From an optimization exercise on the open Yosys and OpenROAD flow, aimed at small area, a short achievable clock period and few clock cycles per item; shortcuts taken in it are not production practice.
Where RTL was checked, it was by simulation tests only, not by an equivalence proof against the original.
Power and IR drop assume default switching activity.

Design date_text_to_day_number, start of the top module:
module date_text_to_day_number (
    input  wire logic   i_clk,
    input  wire logic   i_rst_n,
    input  wire logic          i_char_valid,
    output logic               o_char_ready,
    input  wire logic [7:0]    i_char_code,
    input  wire logic          i_char_last,
    output logic               o_day_valid,
    input  wire logic          i_day_ready,
    output logic [21:0]        o_day_number,
    output logic               o_day_status
);
Size in the first run: roughly 660 cells after synthesis, roughly 68 flip-flops, ~38 I/O pins, roughly 5300 um^2 of cells after synthesis.
clock: 7.5 ns
lec_check: 0
abc_clock_period_in_ps: 2800
cap_margin: 20
core_margin: 2
core_utilization: 40
cts_buf_list: sky130_fd_sc_hd__clkbuf_4 sky130_fd_sc_hd__clkbuf_8
place_density: 0.4
setup_slack_margin: 4.7
slew_margin: 20
tns_end_percent: 20
standard.sh (not shown) runs the stock make flow with config.mk's settings and CLKGATE_MAP_FILE= SYNTH_SCRIPT=/design/flow/synth_recipe.tcl, a recipe that flattens the netlist after the stock synthesis.
==> flow/flow/run.sh <==
#!/bin/bash
# The standard layout (the standard.sh: ORFS synthesis through finish),
# with two changes:
# - the buffers that placement puts on the input and output ports are buf_2
#   cells instead of ORFS's default choice for sky130hd, a slow delay cell
#   (clkdlybuf4s50_1); every port still gets its own buffer;
# - clock tree synthesis uses clkbuf_4/clkbuf_8 and adds no dummy loads
#   (ORFS's own arguments otherwise).
# The make output goes to flow_make.log; ORFS keeps each step's log under
# orfs/logs/.
set -euo pipefail
export BUFFER_PORTS_ARGS="-buffer_cell sky130_fd_sc_hd__buf_2"
export CTS_ARGS="-sink_clustering_enable -repair_clock_nets -buf_list {sky130_fd_sc_hd__clkbuf_4 sky130_fd_sc_hd__clkbuf_8} -dont_use_dummy_load"
bash standard.sh finish > flow_make.log 2>&1
Testbench counts at the start, summed over its fixed seeds: cycles 28,567, items 3,200.
Rerun with:
--- a/flow/config.mk
+++ b/flow/config.mk
@@ -10,7 +10,5 @@
 export CORE_MARGIN = 2
-export CORE_UTILIZATION = 40
+export CORE_UTILIZATION = 55
 export CTS_BUF_LIST = sky130_fd_sc_hd__clkbuf_4 sky130_fd_sc_hd__clkbuf_8
-export PLACE_DENSITY = 0.4
 export SETUP_SLACK_MARGIN = 4.7
 export SLEW_MARGIN = 20
-export TNS_END_PERCENT = 20
Result: Die area came out lower by a quarter to a third; via count is higher slightly; fmax goes down by a few percent; wire length shrinks by a little under a tenth; critical path depth stays the same; final area is lower slightly.
Rerun with:
--- a/flow/config.mk
+++ b/flow/config.mk
@@ -10,3 +10,3 @@
 export CORE_MARGIN = 2
-export CORE_UTILIZATION = 55
+export CORE_UTILIZATION = 40
 export CTS_BUF_LIST = sky130_fd_sc_hd__clkbuf_4 sky130_fd_sc_hd__clkbuf_8
After rerunning: First-iteration DRC count grows by 10%. Power grows by about 1%. Die area grows by 36%. Design area shrinks by about 0.6%. Hold slack loses 13 ps.
Rerun with:
--- a/flow/config.mk
+++ b/flow/config.mk
@@ -12,2 +12,3 @@
 export CTS_BUF_LIST = sky130_fd_sc_hd__clkbuf_4 sky130_fd_sc_hd__clkbuf_8
+export PLACE_DENSITY = 0.5
 export SETUP_SLACK_MARGIN = 4.7
What happened: Cell count hardly moves. Cell area is higher by 1.9%. Synthesized area is unchanged. Critical path depth is lower by 3. Register-to-register slack is better by 80 ps. Worst setup slack is better by 79 ps. Die area does not change.

Another version of the RTL of date_text_to_day_number (not shown whole).
Size: about 690 cells after synthesis, about 64 flip-flops, roughly 38 I/O pins, roughly 0.0055 mm² of cells after synthesis.
export LEC_CHECK = 0
export ABC_CLOCK_PERIOD_IN_PS = 3000
export CAP_MARGIN = 20
export CORE_MARGIN = 2
export CORE_UTILIZATION = 40
export SETUP_SLACK_MARGIN = 4.2
export SLEW_MARGIN = 20
create_clock -name core_clock -period 7.5 [get_ports {i_clk}]
==> flow/flow/run.sh <==
#!/bin/bash
# The standard layout (the standard.sh: ORFS synthesis through finish),
# with one change: the buffers that placement puts on the input and output
# ports are buf_2 cells instead of ORFS's default choice for sky130hd, a slow
# delay cell (clkdlybuf4s50_1). Every port still gets its own buffer.
# The make output goes to flow_make.log; ORFS keeps each step's log under
# orfs/logs/.
set -euo pipefail
export BUFFER_PORTS_ARGS="-buffer_cell sky130_fd_sc_hd__buf_2"
bash standard.sh finish > flow_make.log 2>&1
The first run finished with timing, DRC and antenna clean.
Rerun with:
==> flow/run.sh (new file) <==
#!/bin/bash
# synth_recipe.tcl (not shown) runs the flow's synth.tcl, then flattens the netlist and writes it again
# the make line also repeats each setting of config.mk as NAME=value (left out here)
make -C /OpenROAD-flow-scripts/flow DESIGN_CONFIG=/design/flow/config.mk WORK_HOME=/design/flow/orfs CLKGATE_MAP_FILE= SYNTH_SCRIPT=/design/flow/synth_recipe.tcl finish
CTS_BUF_LIST = sky130_fd_sc_hd__clkbuf_4 sky130_fd_sc_hd__clkbuf_8   (was not set)
removed: flow/flow/run.sh
removed: flow/standard.sh
Cell area climbs by 0.85%.
Worst setup slack improves by 38 ps.
Fmax climbs by 1.2%.
Routed wire length drops by 1.9%.
Global-route usage is about the same.
Register-to-register slack improves by 40 ps.
Rerun with:
ABC_CLOCK_PERIOD_IN_PS = 2800   (was 3000)
SETUP_SLACK_MARGIN = 4.5   (was 4.2)
After rerunning: Count of clock-buffer cells in the layout does not change. Cell count increases by a few percent. Fmax climbs by a few percent.
Function was not checked in any run of this note: the RTL went through the layout flow alone.

## pepper
RTL: one of the versions met above, not the one the previous note started from.
Size: roughly 660 cells after synthesis, about 68 flip-flops, roughly 38 I/O pins, ~5300 sq um of cells after synthesis.
Settings: LEC_CHECK=0, ABC_CLOCK_PERIOD_IN_PS=2800, CAP_MARGIN=20, CORE_MARGIN=2, CORE_UTILIZATION=40, CTS_BUF_LIST=sky130_fd_sc_hd__clkbuf_4 sky130_fd_sc_hd__clkbuf_8, PLACE_DENSITY=0.4, SETUP_SLACK_MARGIN=4.85, SLEW_MARGIN=20; clock period 7.5 ns.
==> flow/flow/run.sh <==
#!/bin/bash
# The standard layout (the standard.sh: ORFS synthesis through finish),
# with two changes:
# - the buffers that placement puts on the input and output ports are buf_2
#   cells instead of ORFS's default choice for sky130hd, a slow delay cell
#   (clkdlybuf4s50_1); every port still gets its own buffer;
# - clock tree synthesis uses clkbuf_4/clkbuf_8 and adds no dummy loads
#   (ORFS's own arguments otherwise).
# The make output goes to flow_make.log; ORFS keeps each step's log under
# orfs/logs/.
set -euo pipefail
export BUFFER_PORTS_ARGS="-buffer_cell sky130_fd_sc_hd__buf_2"
export CTS_ARGS="-sink_clustering_enable -repair_clock_nets -buf_list {sky130_fd_sc_hd__clkbuf_4 sky130_fd_sc_hd__clkbuf_8} -dont_use_dummy_load"
bash standard.sh finish > flow_make.log 2>&1
Testbench counts of pepper, summed over its fixed seeds: cycles 28,567, items 3,200.
Setup changes, pepper to maple
Settings: SETUP_SLACK_MARGIN: 4.85 -> 4.7.
Notes after the runs:
maple reports a lower number of stages on the worst setup path than pepper does.
Synthesized instance count came out exactly the same in pepper and maple.
Clock network power share, pepper and maple: higher on maple
Compared to pepper, maple has highest attainable clock frequency about 0.7% higher.
maple vs. pepper: share of total power consumed by net switching has remained practically unchanged, fraction of area in multi-input gates grew by 0.65 points, worst setup slack rose by 19 ps, utilization saw a decrease.
#### Input delta (willow over maple)
Settings: PLACE_DENSITY removed (was 0.4); SETUP_SLACK_MARGIN changed from 4.7 to 4.6.
Notes after the runs:
Summary of the comparison: worst setup slack is lower in willow, relative to maple.
When the final numbers for maple and willow were put side by side, the sequential portion of the cell area turned out to be greater in willow.
Lower maximum clock skew at final layout goes to maple over willow.
Here is what was changed in the inputs of zinc compared with willow.
Settings: CAP_MARGIN: 20 -> 5; SLEW_MARGIN: 20 -> 5; SETUP_SLACK_MARGIN: 4.6 -> 4.7; PLACE_DENSITY: unset -> 0.4.
--- outcome ---
Reported for zinc and willow, post-synthesis cell count turned out identical to the last digit. The relative contribution of the clock network to total power in zinc sits 0.3 points below the value recorded for willow. For zinc, the critical-path cell with the highest stage delay was sky130_fd_sc_hd__ha_1, unlike willow, where it was sky130_fd_sc_hd__edfxtp_1. Count of buffers not belonging to the clock network in the layout on zinc is up relative to willow. Compared with willow, zinc shows a worst slack at placement that is 250 ps lower. zinc falls short of willow in sum of internal, switching and leakage power. On count of buffer and inverter cells on the critical path, the higher figure sits with zinc, not willow. zinc reports its first element of the critical path as r_st[1] while willow reports e_ohn[4]. Of the two values seen for end point of the critical path, r_c2 was produced by zinc and r_acc[5] by willow.
Here is what was changed in the inputs of nickel compared with zinc.
Settings: a change of PLACE_DENSITY from 0.4 to 0.75; a change of CAP_MARGIN from 5 to 20; a change of SLEW_MARGIN from 5 to 20.
### Flow results
On clock skew, zinc and nickel are basically level.
nickel vs. zinc: post-layout minimum cycle time saw an increase, least setup slack across all paths after layout decreased 140 ps.
In nickel relative to zinc, via density per instance had gone up by a few percent.
Higher total wire length goes to zinc over nickel.
Relative to zinc, the length of the first detailed-routing pass in iterations of nickel is higher by 1.

date_text_to_day_number, a different RTL version from the one above (not shown whole).
For scale: about 670 cells after synthesis, ~66 flip-flops, roughly 0.0053 mm² of cells after synthesis.
// date_text_to_day_number
module date_text_to_day_number (
    input  wire logic   i_clk,
    input  wire logic   i_rst_n,
    input  wire logic          i_char_valid,
    output logic               o_char_ready,
    input  wire logic [7:0]    i_char_code,
    input  wire logic          i_char_last,
    output logic               o_day_valid,
    input  wire logic          i_day_ready,
    output logic [21:0]        o_day_number,
    output logic               o_day_status
);
    localparam logic [3:0] S_M0 = 4'd0, S_M1 = 4'd1, S_M2 = 4'd2,
                           S_D0 = 4'd4, S_D1 = 4'd5, S_OK = 4'd6, S_BAD = 4'd7,
                           S_Y0 = 4'd8, S_Y1 = 4'd9, S_Y2 = 4'd10, S_Y3 = 4'd11,
                           S_D2 = 4'd12;
    logic       r_rdy;
    logic       e_v, e_sl, e_last;
    logic [9:0] e_oh;       
    logic       e_dig;      
    logic [3:0] e_d;
    logic [3:0]  r_st;
    logic [3:0]  r_mon;
    logic        r_mbad;
    logic        r_gt2;      
    logic [6:0]  r_day;
    logic        r_dadd;     
    logic        r_aodd;     
    logic        r_codd;     
    logic        r_z;        
    logic        r_gt, r_eq;  
    logic [21:0] r_acc;      
    logic        r_c1;       
    logic        r_c2;       
    logic        r_c3;       
    logic        r_status;
    logic        r_pend;     
    logic        r_ov;
    logic        yd;         
    logic [1:0]  pos;        
    logic        acc_evt, busy, consume, fin;
    logic [3:0]  n_st, st_next;
    logic [3:0]  n_mon;
    logic        n_mbad;
    logic [6:0]  n_day;
    logic [21:0] op1, op2, op2m;
    logic        add, zero;
    logic [3:0]  p;
    logic [9:0]  cum_b;
    logic [7:0]  s0;
    logic [7:0]  s1;
    logic [6:0]  s2;
    logic [5:0]  s3;
    logic [1:0]  c1;
    logic        leap_c;
    logic        ok;
    logic        n_gt, n_eq;
    logic [3:0]  ref_d;
  ...
clock: 7.5 ns
lec_check: 0
abc_clock_period_in_ps: 2800
cap_margin: 20
core_margin: 2
core_utilization: 40
cts_buf_list: sky130_fd_sc_hd__clkbuf_4 sky130_fd_sc_hd__clkbuf_8
setup_slack_margin: 4.5
slew_margin: 20
run.sh (not shown) runs the stock make flow with config.mk's settings and CLKGATE_MAP_FILE= SYNTH_SCRIPT=/design/flow/synth_recipe.tcl, a recipe that flattens the netlist after the stock synthesis.
Stock flow here: none of the scripts above is used.
The first run passed the timing, design-rule and antenna checks.
Testbench counts at the start, summed over its fixed seeds: cycles 28,567, items 3,200.
Then changed:
==> flow/flow/run.sh (new file) <==
#!/bin/bash
# The standard layout (the standard.sh: ORFS synthesis through finish),
# with two changes:
# - the buffers that placement puts on the input and output ports are buf_2
#   cells instead of ORFS's default choice for sky130hd, a slow delay cell
#   (clkdlybuf4s50_1); every port still gets its own buffer;
# - clock tree synthesis uses clkbuf_4/clkbuf_8 and adds no dummy loads
#   (ORFS's own arguments otherwise).
# The make output goes to flow_make.log; ORFS keeps each step's log under
# orfs/logs/.
set -euo pipefail
export BUFFER_PORTS_ARGS="-buffer_cell sky130_fd_sc_hd__buf_2"
export CTS_ARGS="-sink_clustering_enable -repair_clock_nets -buf_list {sky130_fd_sc_hd__clkbuf_4 sky130_fd_sc_hd__clkbuf_8} -dont_use_dummy_load"
bash standard.sh finish > flow_make.log 2>&1
==> flow/standard.sh (new file) <==
#!/bin/bash
# synth_recipe.tcl (not shown) runs the flow's synth.tcl, then flattens the netlist and writes it again
# the make line also repeats each setting of config.mk as NAME=value (left out here)
make -C /OpenROAD-flow-scripts/flow DESIGN_CONFIG=/design/flow/config.mk WORK_HOME=/design/flow/orfs CLKGATE_MAP_FILE= SYNTH_SCRIPT=/design/flow/synth_recipe.tcl "${@:-finish}"
removed: flow/run.sh
Outcome:
- The changed run finished with timing, DRC and antenna clean
- sequential power is about the same
- wire length shrinks by 4.0%
- global-route usage goes down by 0.61 points
- setup slack gets worse by 0.062 ns
- total power goes down by 13%
- final area fell by 7.1%
- critical path depth shrinks by 1
- die area stays the same
- worst hold slack got worse by 0.010 ns
- cell count fell by 2.8%
Then changed:
==> flow/flow/run.sh (replaced) <==
#!/bin/bash
# The standard layout (the standard.sh: ORFS synthesis through finish),
# with one change: the buffers that placement puts on the input and output
# ports are buf_2 cells instead of ORFS's default choice for sky130hd, a slow
# delay cell (clkdlybuf4s50_1). Every port still gets its own buffer.
# The make output goes to flow_make.log; ORFS keeps each step's log under
# orfs/logs/.
set -euo pipefail
export BUFFER_PORTS_ARGS="-buffer_cell sky130_fd_sc_hd__buf_2"
bash standard.sh finish > flow_make.log 2>&1
What happened: Critical path depth stays the same; wire length grows by a few percent; non-clock buffer count rose by 18; maximum frequency is lower slightly; final area went up by a few percent; combinational power went up by roughly a tenth; clock-buffer cell count rises by 3; synthesized cell count stays the same; core utilization increases by 3.0 points; die area is unchanged; register-to-register slack loses 0.05 ns.

date_text_to_day_number, a different RTL version from the one above (not shown whole).
Size: about 800 cells after synthesis, roughly 67 flip-flops, roughly 6000 um^2 of cells after synthesis.
Design date_text_to_day_number, start of the top module:
module date_text_to_day_number (
    input  wire logic   i_clk,
    input  wire logic   i_rst_n,
    input  wire logic          i_char_valid,
    output logic               o_char_ready,
    input  wire logic [7:0]    i_char_code,
    input  wire logic          i_char_last,
    output logic               o_day_valid,
    input  wire logic          i_day_ready,
    output logic [21:0]        o_day_number,
    output logic               o_day_status
);
make LEC_CHECK=0 ABC_CLOCK_PERIOD_IN_PS=3500 CAP_MARGIN=20 CORE_MARGIN=2 CORE_UTILIZATION=40 SETUP_SLACK_MARGIN=3.0 SLEW_MARGIN=20 finish   # period 7.5 ns
Stock flow here: none of the scripts above is used.
Edit:
ABC_CLOCK_PERIOD_IN_PS = 3000   (was 3500)
PLACE_DENSITY = 0.45   (was not set)
SETUP_SLACK_MARGIN = 3.5   (was 3.0)
What happened: Maximum frequency increases by 12%; critical path depth decreases by 1; sequential cell count does not change.
No functional check of the RTL was part of any run of this note.

Another version of the RTL of date_text_to_day_number (not shown whole).
Size in the first run: about 880 cells after synthesis, ~70 flip-flops, ~0.0066 mm^2 of cells after synthesis.
Settings: LEC_CHECK=0, ABC_CLOCK_PERIOD_IN_PS=3500, CAP_MARGIN=20, CORE_MARGIN=2, CORE_UTILIZATION=40, SETUP_SLACK_MARGIN=3.0, SLEW_MARGIN=20; clock period 7.5 ns.
Edit:
- ABC_CLOCK_PERIOD_IN_PS: 3500 -> 3000
- SETUP_SLACK_MARGIN: 3.0 -> 4.0
- The new run ran to the end with no violations
- total power shrinks by about 1.5%
- non-clock buffer count grows by 32
- sequential cell count does not change
Function was not checked in any run of this note: the RTL went through the layout flow alone.

==> separate check: timing with driven ports <==
No port has a modelled driver above. Below, the same layouts with a new extraction and two added sets of constraints. Step 1 (the two cells are an assumption about what drives the block):
set clk [get_ports {i_clk}]
set_driving_cell -lib_cell sky130_fd_sc_hd__clkbuf_16 $clk
set_driving_cell -lib_cell sky130_fd_sc_hd__buf_2 [delete_from_list [all_inputs] $clk]
Step 2 moves the port delays by t, midway between the first and last clock arrival at a register: inputs arrive t later, outputs are due t later. That takes back most of the time a late clock gives input paths. Three values: ideal ports, drivers, drivers and shift; two values: the first two.
run	shift t [ns]	slack for setup (ns)	worst hold slack (ns)	worst setup path at the end	clock arrival spread, ns
the first run of note 1	0.397	4.774 / 4.774 / 4.456	0.546 / 0.546 / 0.546	input to register	0.018 / 0.018
the second run of note 1	0.374	4.663 / 4.663 / 4.498	0.558 / 0.558 / 0.558	input to register	0.026 / 0.026
the third run of note 1	0.392	4.681 / 4.681 / 4.555	0.545 / 0.545 / 0.545	input to register	0.019 / 0.020
the fourth run of note 1	0.390	4.760 / 4.760 / 4.650	0.542 / 0.542 / 0.542	input to register	0.030 / 0.030
the first run of note 2	0.380	4.291 / 4.291 / 4.291	0.501 / 0.501 / 0.501	register to register	0.009 / 0.008
the second run of note 2	0.397	4.329 / 4.329 / 4.329	0.512 / 0.512 / 0.512	register to register	0.011 / 0.012
the third run of note 2	0.414	4.460 / 4.460 / 4.298	0.540 / 0.540 / 0.540	input to register	0.009 / 0.009
pepper	0.388	4.774 / 4.774 / 4.655	0.543 / 0.543 / 0.543	input to register	0.024 / 0.023
maple	0.400	4.793 / 4.793 / 4.608	0.546 / 0.546 / 0.546	input to register	0.017 / 0.017
willow	0.389	4.615 / 4.615 / 4.588	0.545 / 0.545 / 0.545	input to register	0.021 / 0.020
zinc	0.400	4.793 / 4.793 / 4.608	0.546 / 0.546 / 0.546	input to register	0.017 / 0.017
nickel	0.389	4.649 / 4.649 / 4.537	0.563 / 0.563 / 0.563	input to register	0.019 / 0.019
the first run of note 4	0.404	4.454 / 4.454 / 4.454	0.525 / 0.525 / 0.525	register to register	0.020 / 0.020
the second run of note 4	0.388	4.392 / 4.392 / 4.392	0.515 / 0.515 / 0.515	register to register	0.022 / 0.022
the third run of note 4	0.406	4.343 / 4.343 / 4.343	0.515 / 0.515 / 0.515	register to register	0.015 / 0.015
the first run of note 5	0.385	3.213 / 3.213 / 3.213	0.472 / 0.472 / 0.472	register to register	0.006 / 0.007
the second run of note 5	0.388	3.656 / 3.656 / 3.656	0.465 / 0.465 / 0.465	register to register	0.007 / 0.007
the first run of note 6	0.390	2.956 / 2.956 / 2.956	0.471 / 0.471 / 0.471	register to register	0.007 / 0.007
the second run of note 6	0.392	2.921 / 2.921 / 2.921	0.470 / 0.470 / 0.470	register to register	0.011 / 0.012
After both steps every run listed still meets setup and hold. The setup slack of the first run of note 1, which loses most, moves by 0.000 ns with the drivers and by -0.318 ns with both steps.
